What follows belongs to an exercise in optimizing a design on an open flow for small area; a production flow would make more cautious choices.
In this exercise RTL edits were held to simulation tests only and were not proved equivalent to the original.
Power is estimated from default activity; no workload was simulated.

JK:
// txdma_top
module txdma_top
(
    input  logic        clk,
    input  logic        reset,
    input  logic        tx_en,
    input  logic [7-1:0] max_tx_bd,
    input  txdma_pkg::tx_desc_t    bd_desc,
    input  logic [31:0] bd_ptr,
    input  logic        bd_wait,
    output logic        bd_read,
    output logic        bd_write,
    output logic [7-1:0] bd_index,
    output txdma_pkg::tx_desc_t    bd_writedata,
    input  logic        av_waitrequest,
    input  logic [32-1:0] av_readdata,
    input  logic        av_readdatavalid,
    output logic        av_read,
    output logic [31:0] av_address,
    output logic [7:0]  tx_data,
    output logic        tx_dv,
    output logic        tx_sop,
    output logic        tx_eop,
    input  logic        tx_ack,
    input  txdma_pkg::tx_stat_t    tx_stat,
    input  logic        tx_stat_valid,
    input  logic        tx_retry,
    output logic        per_packet_pad,
    output logic        per_packet_crc,
    output logic        tx_underrun,
    output logic        txb_irq,
    output logic        txe_irq
);
Size: ~2400 cells after synthesis, about 1100 flip-flops, roughly 210 I/O pins, ~0.041 mm^2 of cells after synthesis.
==> flow/config.mk <==
export PLATFORM = sky130hd
export DESIGN_NAME = txdma_top
export DESIGN_NICKNAME = txdma_top
export VERILOG_FILES = /design/flow/design.v
export SDC_FILE = /design/flow/constraint.sdc
export NUM_CORES = 4
export LEC_CHECK = 0
export CAP_MARGIN = 20
export CORE_MARGIN = 2
export CORE_UTILIZATION = 60
export CTS_BUF_LIST = sky130_fd_sc_hd__clkbuf_16
export CTS_CLUSTER_DIAMETER = 80
export CTS_CLUSTER_SIZE = 25
export SLEW_MARGIN = 20
==> flow/constraint.sdc <==
create_clock -name core_clock -period 6.0 [get_ports {clk}]
set_input_delay 1.2000 -clock core_clock [delete_from_list [all_inputs] [get_ports {clk}]]
set_output_delay 1.2000 -clock core_clock [all_outputs]
set_load 0.01 [all_outputs]
standard.sh (not shown) runs the stock make flow with config.mk's settings and CLKGATE_MAP_FILE= SYNTH_SCRIPT=/design/flow/synth_recipe.tcl, a recipe that flattens the netlist after the stock synthesis.
==> flow/flow/run.sh <==
#!/bin/bash
# The standard layout (standard.sh, unchanged synthesis and steps), with one
# difference: the port buffers that global placement inserts are plain
# sky130_fd_sc_hd__buf_1 cells instead of the tool's default pick.
# make's full output goes to standard.log; ORFS keeps per-step logs under orfs/logs.
set -o pipefail
export BUFFER_PORTS_ARGS="-buffer_cell sky130_fd_sc_hd__buf_1"
bash standard.sh > standard.log 2>&1
status=$?
tail -5 standard.log
exit $status
JK reached the final stage; the timing, design-rule and antenna checks on its layout passed.
Inputs modified between JK and MS:
# JK
export LEC_CHECK = 0
export CAP_MARGIN = 20
export CORE_MARGIN = 2
export CORE_UTILIZATION = 60
export CTS_BUF_LIST = sky130_fd_sc_hd__clkbuf_16
export CTS_CLUSTER_DIAMETER = 80
export CTS_CLUSTER_SIZE = 25
export SLEW_MARGIN = 20
create_clock -name core_clock -period 6.0 [get_ports {clk}]
# MS
export LEC_CHECK = 0
export CAP_MARGIN = 0
export CORE_MARGIN = 2
export CORE_UTILIZATION = 60
export CTS_BUF_LIST = sky130_fd_sc_hd__clkbuf_16
export CTS_CLUSTER_DIAMETER = 80
export CTS_CLUSTER_SIZE = 25
export SLEW_MARGIN = 0
create_clock -name core_clock -period 6.0 [get_ports {clk}]
==> flow/flow/run.sh <==
#!/bin/bash
# The standard layout (standard.sh: unchanged synthesis and steps), with two
# differences:
#  - the port buffers that global placement inserts are plain
#    sky130_fd_sc_hd__buf_1 cells instead of the tool's default pick;
#  - clock tree synthesis gets the same arguments as the standard flow builds
#    from config.mk, plus -dont_use_dummy_load (no unloaded balancing cells).
# make's full output goes to standard.log; ORFS keeps per-step logs under orfs/logs.
set -o pipefail
export BUFFER_PORTS_ARGS="-buffer_cell sky130_fd_sc_hd__buf_1"
export CTS_ARGS="-sink_clustering_enable -repair_clock_nets -sink_clustering_size 25 -sink_clustering_max_diameter 80 -buf_list sky130_fd_sc_hd__clkbuf_16 -dont_use_dummy_load"
bash standard.sh > standard.log 2>&1
status=$?
tail -5 standard.log
exit $status
MS: all stages complete, timing, DRC and antenna checks passed
Compared with JK, in MS fraction of layout cells with a size suffix above 1 lower; switching power went down by 2.0%; worst setup slack up 0.033 ns.

[separate check: timing with driven ports]
The results above use ideal ports. As a check the final layouts listed here were re-extracted and re-timed, cells and wires unchanged.
Step 1: set_driving_cell puts a clkbuf_16 on clk and a buf_2 on each other input, an assumption about the parent block.
Step 2 adds t to the input delays and takes it off the output delays; t is the mean of the earliest and latest rising clock arrival at the registers after step 1. Input paths then give back, and output paths get back, about the clock's delay inside the block.
Three values: ideal, step 1, step 2; two values: the first two.
| run | t, ns | setup WS [ns] | clock arrival spread, ns |
|---|---|---|---|
| JK | 0.706 | 0.957 / 0.885 / 1.592 | 0.021 / 0.021 |
| MS | 0.698 | 0.990 / 0.917 / 1.615 | 0.049 / 0.049 |
After both steps setup and hold are still met in every run listed.
